Source: an optimization exercise on an open RTL-to-GDS flow (aim: small area, a short achievable clock period and few clock cycles per item). Production flows keep margins and buffers that such runs may drop.
In this exercise RTL edits were held to simulation tests only and were not proved equivalent to the original.
Power is estimated from default activity; no workload was simulated.

Setup of rev 12:
==> flow/design.v (excerpt) <==
module cnn_top
(
    input  logic        clk,
    input  logic        reset,
    input  logic        load_req,
    input  logic [15:0] load_cmd,        
    output logic        load_ack,
    input  logic        run_req,
    output logic        run_ack,
    output logic [81:0] result           
);
Settings: LEC_CHECK=0, CAP_MARGIN=20, CORE_MARGIN=2, CORE_UTILIZATION=70, CTS_CLUSTER_DIAMETER=70, CTS_CLUSTER_SIZE=28, SLEW_MARGIN=20, SYNTH_HIERARCHICAL=1, SYNTH_MINIMUM_KEEP_SIZE=0; clock period 10.0 ns.
standard.sh (not shown) runs the stock make flow with config.mk's settings and CLKGATE_MAP_FILE= SYNTH_SCRIPT=/design/flow/synth_recipe.tcl, a recipe that flattens the netlist after the stock synthesis.
==> flow/flow/run.sh <==
#!/bin/bash
# The standard layout, with timing repair aiming at 6.75 ns of setup slack
# against the design's 10 ns clock (a 3.25 ns critical path) instead of 0.
set -euo pipefail
bash standard.sh SETUP_SLACK_MARGIN=6.75 finish > standard_flow.log 2>&1
Testbench counts of rev 12, summed over its fixed seeds: cycles 12,128, items 64.
#### Input delta (rev 13 over rev 12)
--- a/flow/design.v
+++ b/flow/design.v
@@ -3437,26 +3437,25 @@
                     x = x | (rsel[i] ? img[(8*(i+r)+c+1)*8 +: 8] : 8'd0);
                 end
                 opa[(3*r+c)*8 +: 8] <= x;
                 opb[(3*r+c)*8 +: 8] <= dsel ? wts[(9+3*r+c)*8 +: 8] : filt[(3*r+c)*8 +: 8];
             end
         end
     end
     logic signed [19:0] sum;
     dot9 u_dot9 (.clk(clk), .a(opa), .b(opb), .sum(sum));
     logic       cv [1:DLAT];     
     logic       dv [1:DLAT];     
-    logic [3:0] g [1:DLAT];      
-    logic       dvl;             
-    logic [1:0] qd;              
-    logic       fd;              
+    logic [3:0] g [1:DLAT];
+    logic [1:0] q [1:DLAT];
+    logic       f [1:DLAT];      
     always_ff @(posedge clk or negedge reset)
     begin
         if (!reset)
         begin
             for (int i = 1; i <= DLAT; i++)
             begin
                 cv[i] <= 1'b0;
                 dv[i] <= 1'b0;
             end
         end
         else
@@ -3464,31 +3463,32 @@
             cv[1] <= issue;
             dv[1] <= dsel;
             for (int i = 2; i <= DLAT; i++)
             begin
                 cv[i] <= cv[i-1];
                 dv[i] <= dv[i-1];
             end
         end
     end
     always_ff @(posedge clk)
     begin
-        g[1] <= dsel ? {2'b00, phn[1:0]} : grp;      
+        g[1] <= grp;
+        q[1] <= phn[1:0];        
+        f[1] <= dsel && !dv[1];
         for (int i = 2; i <= DLAT; i++)
         begin
             g[i] <= g[i-1];
+            q[i] <= q[i-1];
+            f[i] <= f[i-1];
         end
-        dvl <= dv[DLAT];
     end
-    assign qd = g[DLAT][1:0];
-    assign fd = !dvl;
     logic signed [19:0] sum_q;
     logic [7:0]  relu_q;
     always_ff @(posedge clk)
     begin
         sum_q <= sum;
         if (sum[19])
         begin
             relu_q <= 8'd0;
         end
         else if (|sum[18:8])
         begin
@@ -3521,25 +3521,25 @@
     end
     logic signed [19:0] scores [0:3];
     logic signed [19:0] best;
     logic [1:0]         win_class;
     always_ff @(posedge clk)
     begin
         feat <= feat_d;
         if (dv[DLAT])
         begin
             for (int c = 0; c < 4; c++)
             begin
-                if (qd == 2'(c))
+                if (q[DLAT] == 2'(c))
                 begin
                     scores[c] <= sum_q;
                 end
             end
-            if (fd || gt22({~sum_q[19], sum_q[18:0], ~qd}, {~best[19], best[18:0], ~win_class}))
+            if (f[DLAT] || gt22({~sum_q[19], sum_q[18:0], ~q[DLAT]}, {~best[19], best[18:0], ~win_class}))
             begin
                 best      <= sum_q;
-                win_class <= qd;
+                win_class <= q[DLAT];
             end
         end
     end
     assign result = {win_class, scores[3], scores[2], scores[1], scores[0]};
 endmodule
==> notes.md <==
- Comparing rev 12 and rev 13, final worst-path setup slack is higher on rev 12.
- As of rev 13, wire length had risen slightly compared to rev 12.
- In rev 13 relative to rev 12, number of clock-tree buffers in the layout had gone down by a few percent.
- Rev 12 and rev 13 ended up with nearly the same final area.
- The area taken by multi-input logic gates on rev 12 is in line with that on rev 13.
- Diff rev 12 -> rev 13 | final critical delay including setup and external delays | increase of 0.0041 ns
- Rev 12 → rev 13: net switching share of the total power fell by 0.27 points, count of sequential standard cells increased 11, number of ordinary and repair buffers in the finished layout up 1.6%, routed via count saw an increase.
- Rev 12 -> rev 13: CTS sink count increased slightly
- Between rev 12 and rev 13, the difference in relative slew slack is negligible.
- Diff rev 13..rev 12 | fraction of registers with async set/reset | negligible
- The global-route usage on rev 13 is in line with that on rev 12.
Testbench counts of rev 13, summed over its fixed seeds: cycles 12,128, items 64.

== north ==
RTL: one of the versions met above, not the one the previous note started from.
Size: ~1500 flip-flops, about 100 I/O pins, roughly 59000 sq um of cells after synthesis.
export LEC_CHECK = 0
export CAP_MARGIN = 20
export CORE_MARGIN = 2
export CORE_UTILIZATION = 70
export CTS_CLUSTER_DIAMETER = 65
export CTS_CLUSTER_SIZE = 26
export SLEW_MARGIN = 20
export SYNTH_HIERARCHICAL = 1
export SYNTH_MINIMUM_KEEP_SIZE = 0
create_clock -name core_clock -period 10.0 [get_ports {clk}]
Scripts as last shown in full above: flow/flow/run.sh
Testbench counts of north, summed over its fixed seeds: cycles 12,128, items 64.
Setup changes, north to south
diff --git a/flow/design.v b/flow/design.v
--- a/flow/design.v
+++ b/flow/design.v
@@ -3341,19 +3341,20 @@
     logic [3:0] tcnt;
     logic       dsel;            
     logic       issue;
     logic       start;
     logic       start_q;
     logic [2:0] phn;             
     logic [1:0] gi;
     logic [3:0] grp;
     assign phn   = ph + 3'd1;
-    assign issue = sweep && !(phn[2] && phn[1]);     
+    logic [1:0] wc;
+    assign issue = sweep && !(phn[2] && phn[1]) && wc[1];     
     assign start = !running && !run_ack && run_req;
     always_comb
     begin
         gi = 2'd0;
         for (int i = 0; i < 6; i++)
         begin
             if (rsel[i])
             begin
                 gi = 2'(i / 2);
@@ -3363,40 +3364,46 @@
     end
     always_ff @(posedge clk or negedge reset)
     begin
         if (!reset)
         begin
             running <= 1'b0;
             run_ack <= 1'b0;
             sweep   <= 1'b0;
             rsel    <= '0;
+            wc      <= '0;
             nwin    <= '0;
             tail    <= 1'b0;
             tcnt    <= '0;
             dsel    <= 1'b0;
             start_q <= 1'b0;
         end
         else
         begin
             start_q <= start;
             if (start)
             begin
                 running <= 1'b1;
                 sweep   <= 1'b1;
                 rsel    <= 6'b000001;
+                wc      <= 2'd0;
                 nwin    <= '0;
             end
             if (sweep)
             begin
-                if (phn == 3'd7)
+                if (phn == 3'd5)
                 begin
                     rsel <= {rsel[4:0], rsel[5]};
                 end
+                if (!wc[1])
+                begin
+                    wc <= wc + 2'd1;
+                end
                 if (issue)
                 begin
                     nwin <= nwin + 6'd1;
                     if (nwin == 6'd35)
                     begin
                         sweep <= 1'b0;
                         rsel  <= '0;
                         tail  <= 1'b1;
                         tcnt  <= '0;
@@ -3426,34 +3433,42 @@
     logic [71:0] opb;            
     always_ff @(posedge clk)
     begin
         for (int r = 0; r < 3; r++)
         begin
             for (int c = 0; c < 3; c++)
             begin
                 logic [7:0] x;
                 x = dsel ? feat[(3*r+c)*8 +: 8] : 8'd0;
-                for (int i = 0; i < 6; i++)
+                if (c < 2)
+                begin
+                    x = x | (dsel ? 8'd0 : opa[(3*r+c+1)*8 +: 8]);
+                end
+                else
                 begin
-                    x = x | (rsel[i] ? img[(8*(i+r)+c+1)*8 +: 8] : 8'd0);
+                    for (int i = 0; i < 6; i++)
+                    begin
+                        x = x | (rsel[i] ? img[(8*(i+r)+3)*8 +: 8] : 8'd0);
+                    end
                 end
                 opa[(3*r+c)*8 +: 8] <= x;
                 opb[(3*r+c)*8 +: 8] <= dsel ? wts[(9+3*r+c)*8 +: 8] : filt[(3*r+c)*8 +: 8];
             end
         end
     end
     logic signed [19:0] sum;
     dot9 u_dot9 (.clk(clk), .a(opa), .b(opb), .sum(sum));
     logic       cv [1:DLAT];     
     logic       dv [1:DLAT];     
-    logic [3:0] g [1:DLAT];
-    logic [1:0] q [1:DLAT];
-    logic       f [1:DLAT];      
+    logic [3:0] g [1:DLAT];      
+    logic       dvl;             
+    logic [1:0] qd;              
+    logic       fd;              
     always_ff @(posedge clk or negedge reset)
     begin
         if (!reset)
         begin
             for (int i = 1; i <= DLAT; i++)
             begin
                 cv[i] <= 1'b0;
                 dv[i] <= 1'b0;
             end
@@ -3465,28 +3480,27 @@
             for (int i = 2; i <= DLAT; i++)
             begin
                 cv[i] <= cv[i-1];
                 dv[i] <= dv[i-1];
             end
         end
     end
     always_ff @(posedge clk)
     begin
-        g[1] <= grp;
-        q[1] <= phn[1:0];        
-        f[1] <= dsel && !dv[1];
+        g[1] <= dsel ? {2'b00, phn[1:0]} : grp;      
         for (int i = 2; i <= DLAT; i++)
         begin
             g[i] <= g[i-1];
-            q[i] <= q[i-1];
-            f[i] <= f[i-1];
         end
+        dvl <= dv[DLAT];
     end
+    assign qd = g[DLAT][1:0];
+    assign fd = !dvl;
     logic signed [19:0] sum_q;
     logic [7:0]  relu_q;
     always_ff @(posedge clk)
     begin
         sum_q <= sum;
         if (sum[19])
         begin
             relu_q <= 8'd0;
         end
@@ -3523,23 +3537,23 @@
     logic signed [19:0] best;
     logic [1:0]         win_class;
     always_ff @(posedge clk)
     begin
         feat <= feat_d;
         if (dv[DLAT])
         begin
             for (int c = 0; c < 4; c++)
             begin
-                if (q[DLAT] == 2'(c))
+                if (qd == 2'(c))
                 begin
                     scores[c] <= sum_q;
                 end
             end
-            if (f[DLAT] || gt22({~sum_q[19], sum_q[18:0], ~q[DLAT]}, {~best[19], best[18:0], ~win_class}))
+            if (fd || gt22({~sum_q[19], sum_q[18:0], ~qd}, {~best[19], best[18:0], ~win_class}))
             begin
                 best      <= sum_q;
-                win_class <= q[DLAT];
+                win_class <= qd;
             end
         end
     end
     assign result = {win_class, scores[3], scores[2], scores[1], scores[0]};
 endmodule
==> comparison <==
south completed every stage of the flow, and the final layout passed the timing, DRC and antenna checks.
Sequential element share of the synthesized area (south over north): increase, 0.79 points
south against north: via count went down, fraction of power consumed by combinational cells went down, first-pass GRT wire length went down, cell count went down.
When the final numbers for south and north were put side by side, the share of the final layout cell area in sequential cells turned out to be greater in south.
Compared with north, south shows a lower count of buffers added by post-CTS timing repair for setup.
Est. power | south vs north | south lower
Delta (south minus north): die width moved down; fmax flat.
Testbench counts of south, summed over its fixed seeds: cycles 12,264, items 64.

==> port drivers added, routing unchanged <==
No port has a modelled driver above. Below, the same layouts with a new extraction and two added sets of constraints.
Step 1 (the two cells are an assumption about what drives the block):
set clk [get_ports {clk}]
set_driving_cell -lib_cell sky130_fd_sc_hd__clkbuf_16 $clk
set_driving_cell -lib_cell sky130_fd_sc_hd__buf_2 [delete_from_list [all_inputs] $clk]
Step 2, shift: input delay + t, output delay - t, t = (earliest + latest rising clock arrival at the registers) / 2. This alone moves slack from input paths to output paths.
Three values: ideal ports, drivers, drivers and shift; two values: the first two.
| run | t (ns) | setup slack, ns | worst hold slack (ns) |
|---|---|---|---|
| rev 12 | 0.714 | 6.756 / 6.686 / 6.155 | 0.319 / 0.319 / 0.319 |
| rev 13 | 0.728 | 6.752 / 6.681 / 6.313 | 0.325 / 0.325 / 0.325 |
| north | 0.742 | 6.743 / 6.674 / 6.329 | 0.317 / 0.317 / 0.317 |
| south | 0.728 | 6.747 / 6.677 / 6.276 | 0.310 / 0.310 / 0.310 |
After both steps setup and hold are still met in every run listed. The setup slack of rev 12, which loses most, moves by -0.070 ns with the drivers and by -0.601 ns with both steps.
